From an optimization exercise on the open Yosys and OpenROAD flow, aimed at small area, a short achievable clock period and few clock cycles; shortcuts taken in it are not production practice.

==> 02-21: inputs <==
Design conv_rescaler, start of the top module:
module conv_rescaler #(
    parameter int NB_PIXEL = 19,
    parameter int NB_COUNT = 32,
    parameter int NB_OUT   = 8,
    parameter int NB_FRAC  = 16
) (
    input  logic                clock,
    input  logic                reset,
    input  logic                i_extremesValid,
    input  logic [NB_PIXEL-1:0] i_maxValue,
    input  logic [NB_PIXEL-1:0] i_minValue,
    input  logic [NB_COUNT-1:0] i_imageSize,
    input  logic                i_valid,
    input  logic [NB_PIXEL-1:0] i_convValue,
    output logic                o_ready,
    output logic [NB_OUT-1:0]   o_pixel,
    output logic                o_valid,
    output logic                o_endSignal
);
    localparam int NB_R     = NB_PIXEL;
    localparam int NB_SCALE = NB_OUT + NB_FRAC;           
    localparam int LC       = 10;                         
    localparam logic [NB_SCALE-1:0] DIVIDEND = {{NB_OUT{1'b1}}, {NB_FRAC{1'b0}}};
    logic                 busy_q, init_q, prep_q, div_q, run_q;
    logic                 init_d, prep_d, div_d, run_d;
    logic                 v0_q, l0_q, v1_q, l1_q, v2_q, l2_q, v3_q, e3_q;
    logic [NB_PIXEL:0]    c_q;        
    logic [NB_PIXEL-1:0]  min_q;
    logic [NB_R-1:0]      range_q;
    logic [NB_COUNT-1:0]  count_q;    
    logic [NB_SCALE-1:0]  scale_q;
    logic [NB_R-1:0]      d_q;        
    logic [NB_SCALE-1:LC] psa_q, psb_q, psc_q;
    logic                 pc1_q, pc2_q;
    logic [NB_OUT-1:0]    pixel_q;
    logic idle, accept, last_acc, lone_end, start;
    logic [NB_PIXEL:0]    delta;      
    logic                 d_neg, d_big, span_ok;   
    logic [NB_R-1:0]      d_clamp;
    logic [NB_R-1:0]      rem_next;
    logic                 q_bit, dbit_next;
    logic [NB_R-1:0]      lead;       
  ...
export LEC_CHECK = 0
export ABC_CLOCK_PERIOD_IN_PS = 3500
export CAP_MARGIN = 20
export CORE_MARGIN = 2
export CORE_UTILIZATION = 40
export SLEW_MARGIN = 20
create_clock -name core_clock -period 9.0 [get_ports {clock}]
standard.sh (not shown) runs the stock make flow with config.mk's settings and CLKGATE_MAP_FILE= SYNTH_SCRIPT=/design/flow/synth_recipe.tcl, a recipe that flattens the netlist after the stock synthesis.
==> flow/flow/run.sh <==
#!/bin/bash
# Standard layout, with the port buffers made from the smallest plain buffer, a clock tree
# of clkbuf_8 buffers without dummy loads, and timing repair aiming 3.5 ns below the clock period.
set -euo pipefail
export BUFFER_PORTS_ARGS="-buffer_cell sky130_fd_sc_hd__buf_1"
export CTS_ARGS="-sink_clustering_enable -repair_clock_nets -dont_use_dummy_load -buf_list {sky130_fd_sc_hd__clkbuf_8}"
export SETUP_SLACK_MARGIN=5.5
bash standard.sh > standard_flow.log 2>&1
==> 08-26 (differences from 02-21) <==
--- a/flow/design.v
+++ b/flow/design.v
@@ -22,13 +22,14 @@
     localparam int LC       = 10;                         
     localparam logic [NB_SCALE-1:0] DIVIDEND = {{NB_OUT{1'b1}}, {NB_FRAC{1'b0}}};
     logic                 busy_q, init_q, prep_q, div_q, run_q;
     logic                 init_d, prep_d, div_d, run_d;
     logic                 v0_q, l0_q, v1_q, l1_q, v2_q, l2_q, v3_q, e3_q;
     logic [NB_PIXEL:0]    c_q;        
-    logic [NB_PIXEL-1:0]  min_q;
+    logic [NB_PIXEL-1:0]  min_q, max_q;
+    logic                 gt_q;       
     logic [NB_R-1:0]      range_q;
     logic [NB_COUNT-1:0]  count_q;    
     logic [NB_SCALE-1:0]  scale_q;
     logic [NB_R-1:0]      d_q;        
     logic [NB_SCALE-1:LC] psa_q, psb_q, psc_q;
     logic                 pc1_q, pc2_q;
@@ -43,30 +44,28 @@
     logic [NB_R-1:0]      rem_init;
     logic [NB_SCALE-1:0]  ra, rb, rc;
     logic [LC-1:0]        lo_s, lo_c;
     logic                 lo_co;
     logic [NB_SCALE-LC-1:0] hi_s, hi_c, hi_sum;
     logic [NB_COUNT-1:0]  count_dec;
-    logic [NB_PIXEL+1:0]  be_c, be_m, be_r, bcs_s, bcs_c, bsum;
+    logic [NB_R:0]        dsum;
+    logic                 dsub_c, gt;
     assign idle     = !busy_q;
     assign accept   = i_valid && run_q;
     assign last_acc = accept && (count_q == NB_COUNT'(1));
     assign start    = idle && i_extremesValid;
     assign lone_end = start && (i_imageSize == '0);
     cr_add #(NB_PIXEL + 1) u_delta (
         .a(c_q), .b(~{min_q[NB_PIXEL-1], min_q}), .ci(1'b1),
         .s(delta), .co());
     assign d_neg   = delta[NB_PIXEL];
     assign span_ok = (range_q != '0);
-    assign be_c  = {c_q[NB_PIXEL] && !div_q, c_q};
-    assign be_m  = div_q ? '0 : ~{{2{min_q[NB_PIXEL-1]}}, min_q};
-    assign be_r  = ~{2'b00, range_q};
-    assign bcs_s = be_c ^ be_m ^ be_r;
-    assign bcs_c = (be_c & be_m) | (be_c & be_r) | (be_m & be_r);
-    cr_add #(NB_PIXEL + 2) u_big (.a(bcs_s), .b({bcs_c[NB_PIXEL:0], 1'b0}), .ci(1'b1), .s(bsum), .co());
-    assign d_big = !bsum[NB_PIXEL+1];
+    cr_add #(NB_PIXEL) u_gt (
+        .a({~i_convValue[NB_PIXEL-1], i_convValue[NB_PIXEL-2:0]}),
+        .b(~{~max_q[NB_PIXEL-1], max_q[NB_PIXEL-2:0]}), .ci(1'b0), .s(), .co(gt));
+    assign d_big = gt_q;
     always_comb begin
         d_clamp = delta[NB_R-1:0];
         if (d_neg)
             d_clamp = '0;
         else if (d_big)
             d_clamp = range_q;
@@ -80,14 +79,15 @@
         for (int i = 0; i < NB_R; i++) begin
             rem_init[i] = 1'b0;
             for (int j = i + 1; j <= i + NB_OUT && j < NB_R; j++)
                 rem_init[i] = rem_init[i] | lead[j];
         end
     end
-    assign q_bit     = !bsum[NB_PIXEL+1];
-    assign rem_next  = q_bit ? bsum[NB_R-1:0] : c_q[NB_R-1:0];
+    cr_add #(NB_R + 1) u_div (.a(c_q), .b(~{1'b0, range_q}), .ci(1'b1), .s(dsum), .co(dsub_c));
+    assign q_bit     = dsub_c;
+    assign rem_next  = q_bit ? dsum[NB_R-1:0] : c_q[NB_R-1:0];
     assign dbit_next = (scale_q[NB_SCALE-2:NB_OUT-1] == '0);
     cr_add #(NB_COUNT) u_cnt (.a(count_q), .b('1), .ci(1'b0), .s(count_dec), .co());
     cr_mul u_mul (.a(scale_q), .b(d_q), .ra(ra), .rb(rb), .rc(rc));
     assign lo_s = ra[LC-1:0] ^ rb[LC-1:0] ^ rc[LC-1:0];
     assign lo_c = (ra[LC-1:0] & rb[LC-1:0]) | (ra[LC-1:0] & rc[LC-1:0]) | (rb[LC-1:0] & rc[LC-1:0]);
     cr_add #(LC) u_lo (.a(lo_s), .b({lo_c[LC-2:0], 1'b0}), .ci(1'b0), .s(), .co(lo_co));
@@ -137,23 +137,25 @@
         else if (div_q)
             c_q <= {rem_next, dbit_next};
         else
             c_q <= {i_convValue[NB_PIXEL-1], i_convValue};
         if (idle) begin
             min_q   <= i_minValue;
+            max_q   <= i_maxValue;
             count_q <= i_imageSize;
         end else if (accept) begin
             count_q <= count_dec;
         end
         if (init_q)
             range_q <= d_neg ? '0 : delta[NB_R-1:0];    
         if (prep_q)
             scale_q <= NB_SCALE'(lead);            
         else if (div_q)
             scale_q <= {scale_q[NB_SCALE-2:0], q_bit};
         d_q <= d_clamp;
+        gt_q <= gt;
         psa_q   <= ra[NB_SCALE-1:LC];
         psb_q   <= rb[NB_SCALE-1:LC];
         psc_q   <= rc[NB_SCALE-1:LC];
         pc1_q   <= lo_c[LC-1];
         pc2_q   <= lo_co;
         pixel_q <= hi_sum[NB_SCALE-LC-1:NB_FRAC-LC];
==> run notes <==
* FP Rows at 76
* Vias per cell at between 5 and 6
* Clock Latency Late Sink at 0.64 ns
* Fillcell total at 4173
* Mapped Avg Cell Area at roughly 8.8 µm²
* Clock buffer cells at between 40 and 50
* Outcome: finished clean
* Post-synthesis register bit count at 218
* Via count of the first global-routing pass at 14600
* Cell Chain, Critical Path: buf_12 > xor2_4 > and2_4 > a22oi_2 > o21ai_2 > fa_1 > inv_1 > fa_1 > fa_2 > xnor2_2 > xnor2_1 > xnor2_1 > xor2_1 > xnor2_1 > xnor2_1 > xnor2_1
* Layout cells sized above 1 at around 13%
* Multi-input gate area at 0.0112 mm²
* Crit-path slowest cell: fa_1
* Flip-flop and latch count at 218
* Worst reg2reg path startpoint: d_q[3]
# the run above: 08-26

==> run notes <==
* Outcome: finished clean
* Layout cells sized above 1 at 14.6%
* Crit-path slowest cell: edfxtp_1
* Clock Latency Late Sink at 0.52 ns
* Worst reg2reg path startpoint: min_q[1]
* Multi-input gate area at roughly 0.011 mm²
* Flip-flop and latch count at 198
* Clock buffer cells at 17
* Fillcell total at 3943
* Mapped Avg Cell Area at just under 9 µm²
* Post-synthesis register bit count at 198
# the run above: 02-21

No functional check of the RTL was part of any run of this note.

==> separate check: timing with driven ports <==
How much do the figures lean on ideal ports? The routed layouts below were timed once more, with nothing changed but the port constraints.
Step 1, drivers: a clkbuf_16 drives clock and a buf_2 each remaining input, both assumed.
Step 2 adds t to the input delays and takes it off the output delays; t is the mean of the earliest and latest rising clock arrival at the registers after step 1. Input paths then give back, and output paths get back, about the clock's delay inside the block.
Slacks: ideal ports / drivers / drivers and shift; pairs: ideal ports / drivers.
run | shift t [ns] | slack for setup (ns) | hold WS [ns]
02-21 | 0.551 | 5.287 / 5.287 / 5.287 | 0.347 / 0.347 / 0.347
08-26 | 0.650 | 5.321 / 5.321 / 5.023 | 0.338 / 0.338 / 0.338
After both steps every run listed still meets setup and hold. For 08-26, which loses most, drivers alone change the setup slack by 0.000 ns; drivers and shift together by -0.298 ns.
